From an optimization exercise on the open Yosys and OpenROAD flow, aimed at small area, a short achievable clock period and few clock cycles per item; shortcuts taken in it are not production practice.
In this exercise RTL edits were held to simulation tests only and were not proved equivalent to the original.
Power and IR drop assume default switching activity.

==> job 2452 <==
## buffer_pool_ratio_fit_cache_top
module buffer_pool_ratio_fit_cache_top (
  input  logic               clk,
  input  logic               rst,
  input  logic               s_tvalid,
  output logic               s_tready,
  input  logic [87:0]        s_tdata,    
  output logic               m_tvalid,
  input  logic               m_tready,
  output logic [135:0]       m_tdata,    
  input  logic               cfg_we,
  input  logic               cfg_index,
  input  logic [RATIO_W-1:0] cfg_data
);
  localparam int N = TBL_DEPTH;
  logic [RATIO_W-1:0] ratio;
  logic [THR_W-1:0]   drop_threshold;
  logic         busy;
  logic [4:0]   ptr;
  logic [N-1:0] rc, rp;
  logic        a_valid, b_valid;
  logic [81:0] a_data, b_data;
  logic [1:0]          act;
  logic [SIZE_W-1:0]   rsize;
  logic [HANDLE_W-1:0] rhandle;
  assign act     = a_data[1:0];
  assign rsize   = a_data[33:2];
  assign rhandle = a_data[81:34];
  logic                w_valid;
  logic [1:0]          w_act;
  logic [SIZE_W-1:0]   w_rsize;
  logic [HANDLE_W-1:0] w_rhandle;
  logic [N-1:0]        w_fsel;      
  logic                w_fclr;      
  logic                w_hit;       
  logic                w_uwen;      
  logic [N-1:0]        w_ufirst;    
  logic                w_uclr;
  logic                w_fwen;      
  logic [SIZE_W-1:0]   w_usize;     
  logic [39:0]         w_m0, w_m1, w_m2;    
  logic [2:0]          w_status;
  logic                w_ev;
  logic                o_valid;
  logic [2:0]          o_status;
  logic [HANDLE_W-1:0] o_h;
  logic [SIZE_W-1:0]   o_s;
  ...
==> flow/config.mk <==
export PLATFORM = sky130hd
export DESIGN_NAME = buffer_pool_ratio_fit_cache_top
export DESIGN_NICKNAME = buffer_pool_ratio_fit_cache_top
export VERILOG_FILES = /design/flow/design.v
export SDC_FILE = /design/flow/constraint.sdc
export NUM_CORES = 4
export LEC_CHECK = 0
export CAP_MARGIN = 35
export CORE_MARGIN = 2
export CORE_UTILIZATION = 40
export PLACE_DENSITY = 0.5
export SLEW_MARGIN = 35
==> flow/constraint.sdc <==
create_clock -name core_clock -period 13.0 [get_ports {clk}]
set_input_delay 2.6000 -clock core_clock [delete_from_list [all_inputs] [get_ports {clk}]]
set_output_delay 2.6000 -clock core_clock [all_outputs]
set_load 0.01 [all_outputs]
standard.sh (not shown) runs the stock make flow with config.mk's settings and CLKGATE_MAP_FILE= SYNTH_SCRIPT=/design/flow/synth_recipe.tcl, a recipe that flattens the netlist after the stock synthesis.
==> flow/flow/run.sh <==
#!/bin/bash
set -euo pipefail
bash standard.sh SETUP_SLACK_MARGIN=8 finish > make.log 2>&1
==> job 6685: changes against job 2452 <==
--- a/flow/design.v
+++ b/flow/design.v
@@ -222,43 +222,61 @@
   assign cmp_go    = a_valid && !busy;
   assign alloc_go  = cmp_go && (act == ACT_ALLOC) && !used_full;
   assign rel_go    = cmp_go && (act == ACT_RELEASE);
   assign evict_ok  = (f_cnt_e != '0) && (f_cnt_e >= CNT_W'(drop_threshold));
   logic [N-1:0] f_live, u_live;
   assign f_live = f_valid & ~((w_valid && w_fclr) ? w_fsel : '0);
   assign u_live = u_valid & ~((w_valid && w_uclr) ? w_ufirst : '0);
   logic [N-1:0] u_match, u_first, u_sel, dup_first;
-  logic         found, multi, dup;
+  logic         found, found_o, found_n, multi, dup;
   logic [SIZE_W-1:0] u_rd_size;
   always_comb begin
+    found_n = rel_go && w_valid && w_uwen && (w_act == ACT_BIND) && (w_rhandle == rhandle);
     for (int i = 0; i < N; i++)
       u_match[i] = rel_go && u_live[i] && (u_handle[i] == rhandle);
     for (int i = 0; i < N; i++) begin
       u_first[i] = u_match[i];
       for (int j = 0; j < N; j++)
         if (j != i && u_match[j] && u_older[j][i]) u_first[i] = 1'b0;
     end
-    found = |u_match;
-    multi = |(u_match & ~u_first);
-    u_sel = dup ? dup_first : u_match;
+    found_o = |u_match;
+    found   = found_o || found_n;
+    multi   = |(u_match & ~u_first);
+    u_sel   = found_o ? (dup ? dup_first : u_match) : (found_n ? u_slot : '0);
     u_rd_size = '0;
     for (int i = 0; i < N; i++)
-      if (u_sel[i]) u_rd_size = u_rd_size | u_size[i];
+      if (u_sel[i] && found_o) u_rd_size = u_rd_size | u_size[i];
+    if (found_n && !found_o) u_rd_size = w_rsize;
   end
   logic [N-1:0] r_gt, r_eq, s_gt, s_eq;
   for (genvar i = 0; i < N; i++) begin : g_cmp
     bpc_cmp u_r (.a(f_size[i]),   .b(rsize), .gt(r_gt[i]), .eq(r_eq[i]));   
     bpc_cmp u_s (.a(f_scaled[i]), .b(rsize), .gt(s_gt[i]), .eq(s_eq[i]));   
   end
   logic n_gt, n_eq;
   bpc_cmp u_n (.a(w_usize), .b(rsize), .gt(n_gt), .eq(n_eq));
   logic [N-1:0] ge, fit, f_first, ev_min, ev_max, f_sel;
-  logic hit, hit_o, fit_n, known_n, min_n, max_n, ev_less, ev_more, all_less, all_more, ge_n;
-  logic stall_f, stall_u, stall;
+  logic hit, hit_o, fit_n, min_n, max_n, ev_less, ev_more, all_less, all_more, ge_n;
+  logic stall_u, stall;
+  logic [N-1:0] h8;
+  logic [41:0] q_t, q_0, q_1, q_2, q_s1, q_c1, q_s2, q_c2, q_d;
+  logic        sc_le_n;
+  assign q_t  = {2'b0, rsize, 8'hFF};
+  assign q_0  = ~{2'b0, w_m0};
+  assign q_1  = ~{2'b0, w_m1};
+  assign q_2  = ~{2'b0, w_m2};
+  assign q_s1 = q_t ^ q_0 ^ q_1;
+  assign q_c1 = {((q_t[40:0] & q_0[40:0]) | (q_t[40:0] & q_1[40:0]) | (q_0[40:0] & q_1[40:0])),
+                 1'b1};
+  assign q_s2 = q_s1 ^ q_c1 ^ q_2;
+  assign q_c2 = {((q_s1[40:0] & q_c1[40:0]) | (q_s1[40:0] & q_2[40:0]) |
+                  (q_c1[40:0] & q_2[40:0])), 1'b1};
+  assign q_d  = q_s2 + q_c2 + 42'd1;    
+  assign sc_le_n = !q_d[41];
   always_comb begin
     for (int i = 0; i < N; i++) begin
       ge[i]  = r_gt[i] || r_eq[i];
       fit[i] = alloc_go && f_live[i] && ge[i] && !s_gt[i];
     end
     for (int i = 0; i < N; i++) begin
       f_first[i] = fit[i];
       for (int j = 0; j < N; j++)
@@ -270,37 +288,37 @@
       for (int j = 0; j < N; j++) begin
         if (j != i && f_live[j]) begin
           if (!(f_gt[j][i] || (!f_gt[i][j] && f_older[i][j]))) ev_min[i] = 1'b0;
           if (!(f_gt[i][j] || (!f_gt[j][i] && f_older[i][j]))) ev_max[i] = 1'b0;
         end
       end
     end
     ge_n     = n_gt || n_eq;
-    known_n  = (ratio == '0) || ratio[8];
-    fit_n    = alloc_go && w_app && ((ratio == '0) ? ge_n : (ratio[8] && n_eq));
+    fit_n    = alloc_go && w_app && (ratio[8] ? n_eq : (ge_n && sc_le_n));
     hit_o    = |fit;
     hit      = hit_o || fit_n;
     min_n    = w_app && &(~f_live | g_gt);
     max_n    = w_app && &(~f_live | (~g_gt & ~g_eq));
     for (int i = 0; i < N; i++) begin
       if (w_app && g_gt[i]) ev_min[i] = 1'b0;
       if (w_app && !g_gt[i] && !g_eq[i]) ev_max[i] = 1'b0;
     end
     all_less = ~|(f_live & ge) && !(w_app && ge_n);
     all_more = &(~f_live | r_gt) && !(w_app && !n_gt);
     ev_less  = alloc_go && evict_ok && all_less;
     ev_more  = alloc_go && evict_ok && all_more && !hit;
     for (int i = 0; i < N; i++)
       f_sel[i] = f_first[i] || (!hit_o && fit_n && f_slot[i]) ||
                  (ev_less && (min_n ? f_slot[i] : ev_min[i])) ||
                  (ev_more && (max_n ? f_slot[i] : ev_max[i]));
-    stall_f = alloc_go && !hit_o && w_app && ge_n && !known_n;
-    stall_u = rel_go && !found && w_valid && w_uwen && (u_whandle == rhandle);
-    stall   = stall_f || stall_u || (multi && !dup);
+    for (int i = 0; i < N; i++) h8[i] = (f_handle[i][7:0] == rhandle[7:0]);
+    stall_u = rel_go && !found_o && w_valid && w_uwen && (w_act == ACT_ALLOC) &&
+              |(w_fsel & h8);
+    stall   = stall_u || (multi && !dup);
   end
   logic [SIZE_W-1:0] m_in;
   logic [39:0]       m_x0, m_x1, m_x2;
   assign m_in = busy ? f_rd_size : u_rd_size;
   bpc_scale_csa u_scale_csa (.a(m_in), .r(ratio[7:0]), .x0(m_x0), .x1(m_x1), .x2(m_x2));
   logic e_go;
   assign e_go = cmp_go && (!w_valid || w_go) && !stall;    
   logic [2:0] r_status;
==> flow/flow/run.sh (replaced) <==
#!/bin/bash
set -euo pipefail
bash standard.sh SETUP_SLACK_MARGIN=7.5 finish > make.log 2>&1
==> run summary <==
|  | job 6685 | job 2452 |
|---|---|---|
| Met1 capacity usage during global routing | 47.0% | 50.0% |
| Routed len/inst | 38.2 um | 40.7 um |
| Combined area of all synthesized cells | 206000 um^2 | 208000 um^2 |
| Transition at the pin with the smallest max-transition slack | 1030 ps | 1200 ps |
| Outcome | timing/DRC/antenna clean | timing/DRC/antenna clean |
| Row cnt | 263 | 264 |
| Launching instance or port of the critical path | a_data[39] | w_fsel[7] |
| Worst path required time | 13780 ps | 13870 ps |
| Netlist cell types | 102 | 105 |
| Area share of the largest cell type after synthesis | 54.4% | 53.9% |
| Routed length on met3 | 101000 um | 131000 um |
| Standard cell core area | 513000 um^2 | 517000 um^2 |
| Syn Area/Cell | 12.7 um^2 | 12.5 um^2 |
| Number of gates resized after CTS | 895 | 1820 |
| Routability congestion estimate | 1.05 | 1.08 |
| Share of power burned in the clock network | 42.5% | 41.7% |
| Critical R2R Launch | a_data[39] | w_fsel[7] |
| Number of tap instances | 6757 | 6916 |
| Reg power frac | 46.9% | 45.6% |
| Switching part of the total power | 25.8% | 26.8% |
| Total Power Consumption | 32.0 mW | 32.9 mW |
| Worst flop-to-flop path endpoint | w_m0[15] | w_m0[28] |
| Cell depth of the worst setup path | 22 | 17 |
| Area of the multi-input gates | 84700 um^2 | 89400 um^2 |
| Hold Path Origin | w_status[1] | w_status[2] |
Testbench counts of job 2452, summed over its fixed seeds: cycles 12,521, items 12,000.
Testbench counts of job 6685, summed over its fixed seeds: cycles 12,175, items 12,000.

[re-timing with driven ports]
The flow's constraints put no driver on any port. The routed layouts listed below were extracted and timed again, unchanged, in two steps.
Step 1 assumes that a clkbuf_16 drives the clock port and a buf_2 every other input.
Step 2 times the ports against the registers' clock, not the clock port: input delays grow and output delays shrink by t, the midpoint of the rising clock arrivals with the driver on.
Three values: ideal ports, drivers, drivers and shift; two values: the first two.
| run | t, ns | setup slack, ns | worst register clock-pin slew, ns | worst slew at a driven data input, ns | cell pins on the clock port's net |
|---|---|---|---|---|---|
| job 2452 | 1.199 | 7.484 / 7.484 / 6.813 | 0.07 / 0.07 | 0.10 | 1 |
| job 6685 | 1.186 | 7.272 / 7.272 / 6.410 | 0.07 / 0.07 | 0.18 | 1 |
After both steps setup and hold are still met in every run listed. For job 6685, which loses most, drivers alone change the setup slack by 0.000 ns; drivers and shift together by -0.862 ns.
